This design comes from an exercise in tuning for small area on the open sky130 flow, not from production work.
RTL that was checked went through simulation tests only; none was proved equivalent to the original.
Power is estimated from default activity; no workload was simulated.

==> module dc_out_cal, before the edit <==
module dc_out_cal #(
    parameter int NUM_CH    = 2,
    parameter int IN_W      = 16,
    parameter int DAC_W     = 12,
    parameter int SLOPE_W   = 16,
    parameter int CAL_SCALE = 11,
    parameter int IN_SHIFT  = 3,
    parameter int STEP_W    = 12
) (
    input  logic                      clk,
    input  logic                      reset,
    input  logic                      sample_tick,
    input  logic [NUM_CH-1:0]         enable,
    input  logic [NUM_CH*IN_W-1:0]    dc_ofs,
    input  logic [NUM_CH*SLOPE_W-1:0] slope,
    input  logic [NUM_CH*DAC_W-1:0]   intercept,
    input  logic                      clip_clr,
    input  logic [STEP_W-1:0]         slew_step,
    output logic [NUM_CH*DAC_W-1:0]   dac_word,
    output logic                      dac_valid,
    output logic [NUM_CH-1:0]         clip
);
    localparam int S_W    = IN_W - IN_SHIFT;           
    localparam logic [DAC_W-1:0] MID_CODE = {1'b1, {(DAC_W - 1){1'b0}}};
    logic v1_reg, v2_reg, v3_reg, dac_valid_reg;
    always_ff @(posedge clk or posedge reset) begin
        if (reset) begin
            v1_reg        <= 1'b0;
            v2_reg        <= 1'b0;
            v3_reg        <= 1'b0;
            dac_valid_reg <= 1'b0;
        end else begin
            v1_reg        <= sample_tick;
            v2_reg        <= v1_reg;
            v3_reg        <= v2_reg;
            dac_valid_reg <= v3_reg;
        end
    end
    assign dac_valid = dac_valid_reg;
    genvar gi;
    generate
        for (gi = 0; gi < NUM_CH; gi++) begin : g_lane
            logic [17:0]      u;
            logic             neg, over;
            logic [DAC_W-1:0] tgt;
            logic             sat;
            dc_cal_arith u_arith (
                .a(dc_ofs[gi*IN_W + IN_SHIFT +: S_W]),
                .b(slope[gi*SLOPE_W +: SLOPE_W]),
                .c(intercept[gi*DAC_W +: DAC_W] ^ MID_CODE),
                .q(u)
            );
            always_comb begin
                neg  = u[17];
                over = |u[16:DAC_W];
            end
            logic [DAC_W-1:0] u1_reg, tgt2_reg, tgt3_reg;
            logic             neg1_reg, over1_reg, en1_reg, sat2_reg, sat3_reg;
            always_comb begin
                sat = neg1_reg | over1_reg;
                tgt = neg1_reg ? '0 : (over1_reg ? '1 : u1_reg);
                if (!en1_reg) begin
                    sat    = 1'b1;
                    tgt[0] = 1'b1;
                    tgt[1] = 1'b0;
                end
            end
            always_ff @(posedge clk) begin
                u1_reg    <= u[DAC_W-1:0];
                neg1_reg  <= neg;
                over1_reg <= over;
                en1_reg   <= enable[gi];
                tgt2_reg  <= tgt;
                sat2_reg  <= sat;
                tgt3_reg  <= tgt2_reg;
                sat3_reg  <= sat2_reg;
            end
            logic             en3;
            logic             upd;
            logic [DAC_W-1:0] code_reg;
            logic             clip_reg;
            logic [DAC_W:0]   ch, cl;      
            logic [DAC_W-1:0] hi, lo;      
            logic [DAC_W:0]   gh, gl;      
            logic             nz, chi, clo;
            logic [DAC_W-1:0] code_next;
            always_comb begin
                en3   = ~(sat3_reg & tgt3_reg[0] & ~tgt3_reg[1]);
                upd   = v3_reg & en3;
                ch[0] = 1'b0;
                cl[0] = 1'b1;
                gh[0] = 1'b0;
                gl[0] = 1'b0;
                for (int i = 0; i < DAC_W; i++) begin
                    hi[i]   = code_reg[i] ^ slew_step[i] ^ ch[i];
                    ch[i+1] = (code_reg[i] & slew_step[i]) | (ch[i] & (code_reg[i] ^ slew_step[i]));
                    lo[i]   = code_reg[i] ^ ~slew_step[i] ^ cl[i];
                    cl[i+1] = (code_reg[i] & ~slew_step[i]) | (cl[i] & (code_reg[i] ^ ~slew_step[i]));
                    gh[i+1] = (tgt3_reg[i] & ~hi[i]) | (gh[i] & (tgt3_reg[i] | ~hi[i]));
                    gl[i+1] = (~tgt3_reg[i] & lo[i]) | (gl[i] & (~tgt3_reg[i] | lo[i]));
                end
                nz        = slew_step != '0;
                chi       = nz & ~ch[DAC_W] & gh[DAC_W];
                clo       = nz & cl[DAC_W] & gl[DAC_W];
                code_next = chi ? hi : (clo ? lo : tgt3_reg);
            end
            always_ff @(posedge clk or posedge reset) begin
                if (reset) begin
                    code_reg <= MID_CODE;
                    clip_reg <= 1'b0;
                end else begin
                    if (upd)
                        code_reg <= code_next;
                    clip_reg <= (clip_reg & ~clip_clr) | (upd & sat3_reg);
                end
            end
            assign dac_word[gi*DAC_W +: DAC_W] = code_reg;
            assign clip[gi]                    = clip_reg;
        end
    endgenerate
endmodule
==> flow/config.mk <==
export PLATFORM = sky130hd
export DESIGN_NAME = dc_out_cal
export DESIGN_NICKNAME = dc_out_cal
export VERILOG_FILES = /design/flow/design.v
export SDC_FILE = /design/flow/constraint.sdc
export NUM_CORES = 4
export LEC_CHECK = 0
export CAP_MARGIN = 20
export CORE_MARGIN = 2
export CORE_UTILIZATION = 40
export CTS_BUF_LIST = sky130_fd_sc_hd__clkbuf_4 sky130_fd_sc_hd__clkbuf_8
export CTS_CLUSTER_SIZE = 10
export GPL_TIMING_DRIVEN = 0
export SETUP_SLACK_MARGIN = 0.05
export SLEW_MARGIN = 20
==> flow/constraint.sdc <==
create_clock -name core_clock -period 7.0 [get_ports {clk}]
set_input_delay 1.4000 -clock core_clock [delete_from_list [all_inputs] [get_ports {clk}]]
set_output_delay 1.4000 -clock core_clock [all_outputs]
set_load 0.01 [all_outputs]
standard.sh (not shown) runs the stock make flow with config.mk's settings and CLKGATE_MAP_FILE= SYNTH_SCRIPT=/design/flow/synth_recipe.tcl, a recipe that flattens the netlist after the stock synthesis.
==> flow/flow/run.sh <==
#!/bin/bash
# Own layout flow: the standard synthesis, then a polarity clean-up of the full adders in
# its netlist (fapol.py: fewer inverters, same registers, same function), then the standard flow's
# standard layout steps from the clean netlist on.  Each tool's output goes to its own log
# in this folder.
set -euo pipefail
W=$(pwd)
R=$W/orfs/results/$FLOW_PLATFORM/dc_out_cal/base
bash standard.sh synth > "$W/flow_synth.log" 2>&1
cp "$R/1_2_yosys.v" "$W/1_2_yosys.standard.v"
python3 "$W/flow/fapol.py" "$W/1_2_yosys.standard.v" "$W/1_2_yosys.fapol.v" > "$W/flow_fapol.log" 2>&1
cp "$W/1_2_yosys.fapol.v" "$R/1_2_yosys.v"
touch "$R/1_2_yosys.v"
rm -f "$R/1_synth.odb"
# Port buffers: a small plain buffer on every input and output port (the standard flow picks
# a delay buffer).
bash standard.sh finish "BUFFER_PORTS_ARGS=-buffer_cell sky130_fd_sc_hd__buf_1" > "$W/flow_finish.log" 2>&1
Other scripts of this flow, unchanged in this note and not shown: flow/flow/fapol.py
Then changed:
--- a/flow/design.v
+++ b/flow/design.v
@@ -84,4 +84,6 @@
             logic [DAC_W:0]   gh, gl;      
             logic             nz, chi, clo;
+            logic [DAC_W/2-1:0] hs [2], ls [2];
+            logic [DAC_W/2:0]   hc [2], lc [2];
             logic [DAC_W-1:0] code_next;
             always_comb begin
@@ -90,11 +92,29 @@
                 ch[0] = 1'b0;
                 cl[0] = 1'b1;
-                gh[0] = 1'b0;
-                gl[0] = 1'b0;
-                for (int i = 0; i < DAC_W; i++) begin
+                for (int i = 0; i < DAC_W / 2; i++) begin
                     hi[i]   = code_reg[i] ^ slew_step[i] ^ ch[i];
                     ch[i+1] = (code_reg[i] & slew_step[i]) | (ch[i] & (code_reg[i] ^ slew_step[i]));
                     lo[i]   = code_reg[i] ^ ~slew_step[i] ^ cl[i];
                     cl[i+1] = (code_reg[i] & ~slew_step[i]) | (cl[i] & (code_reg[i] ^ ~slew_step[i]));
+                end
+                for (int c = 0; c < 2; c++) begin
+                    hc[c][0] = c[0];
+                    lc[c][0] = c[0];
+                    for (int i = 0; i < DAC_W / 2; i++) begin
+                        hs[c][i]   = code_reg[i+DAC_W/2] ^ slew_step[i+DAC_W/2] ^ hc[c][i];
+                        hc[c][i+1] = (code_reg[i+DAC_W/2] & slew_step[i+DAC_W/2])
+                                   | (hc[c][i] & (code_reg[i+DAC_W/2] ^ slew_step[i+DAC_W/2]));
+                        ls[c][i]   = code_reg[i+DAC_W/2] ^ ~slew_step[i+DAC_W/2] ^ lc[c][i];
+                        lc[c][i+1] = (code_reg[i+DAC_W/2] & ~slew_step[i+DAC_W/2])
+                                   | (lc[c][i] & (code_reg[i+DAC_W/2] ^ ~slew_step[i+DAC_W/2]));
+                    end
+                end
+                hi[DAC_W-1:DAC_W/2] = ch[DAC_W/2] ? hs[1] : hs[0];
+                ch[DAC_W]           = ch[DAC_W/2] ? hc[1][DAC_W/2] : hc[0][DAC_W/2];
+                lo[DAC_W-1:DAC_W/2] = cl[DAC_W/2] ? ls[1] : ls[0];
+                cl[DAC_W]           = cl[DAC_W/2] ? lc[1][DAC_W/2] : lc[0][DAC_W/2];
+                gh[0] = 1'b0;
+                gl[0] = 1'b0;
+                for (int i = 0; i < DAC_W; i++) begin
                     gh[i+1] = (tgt3_reg[i] & ~hi[i]) | (gh[i] & (tgt3_reg[i] | ~hi[i]));
                     gl[i+1] = (~tgt3_reg[i] & lo[i]) | (gl[i] & (~tgt3_reg[i] | lo[i]));
Effect: Power goes up by a little under a tenth; clock power goes up by a little under a tenth; critical path depth goes down by 1; sequential power goes down by a few percent; non-clock buffer count goes up by 10; worst hold slack is worse by 6.4 ps; routed wire length goes up by a little under a tenth; flip-flop and latch count does not change; global-route usage goes up by 1.5 points; register-to-register slack is better by 190 ps; maximum frequency goes down slightly; worst setup slack is worse by 22 ps.
For the second run of this note, only the layout was checked, not whether the RTL still works.

==> separate check: timing with driven ports <==
The results above use ideal ports. As a check the final layouts listed here were re-extracted and re-timed, cells and wires unchanged. Step 1, drivers: a clkbuf_16 drives clk and a buf_2 each remaining input, both assumed. Step 2 also shifts input and output timing later by t, the mid clock arrival at the registers, as if the neighbouring blocks saw the same clock. Slacks: ideal / step 1 / step 2; pairs: ideal / step 1.
| run | t (ns) | slack for setup (ns) | worst hold slack (ns) | worst setup path after step 2 |
|---|---|---|---|---|
| the first run | 0.426 | 0.212 / 0.218 / -0.208 | 0.335 / 0.335 / 0.335 | input to register |
| the second run | 0.436 | 0.190 / 0.187 / -0.249 | 0.329 / 0.329 / 0.329 | input to register |
Met with ideal ports but missed after step 2: setup timing in the first run and the second run. The setup slack of the second run, which loses most, moves by -0.003 ns with the drivers and by -0.439 ns with both steps.
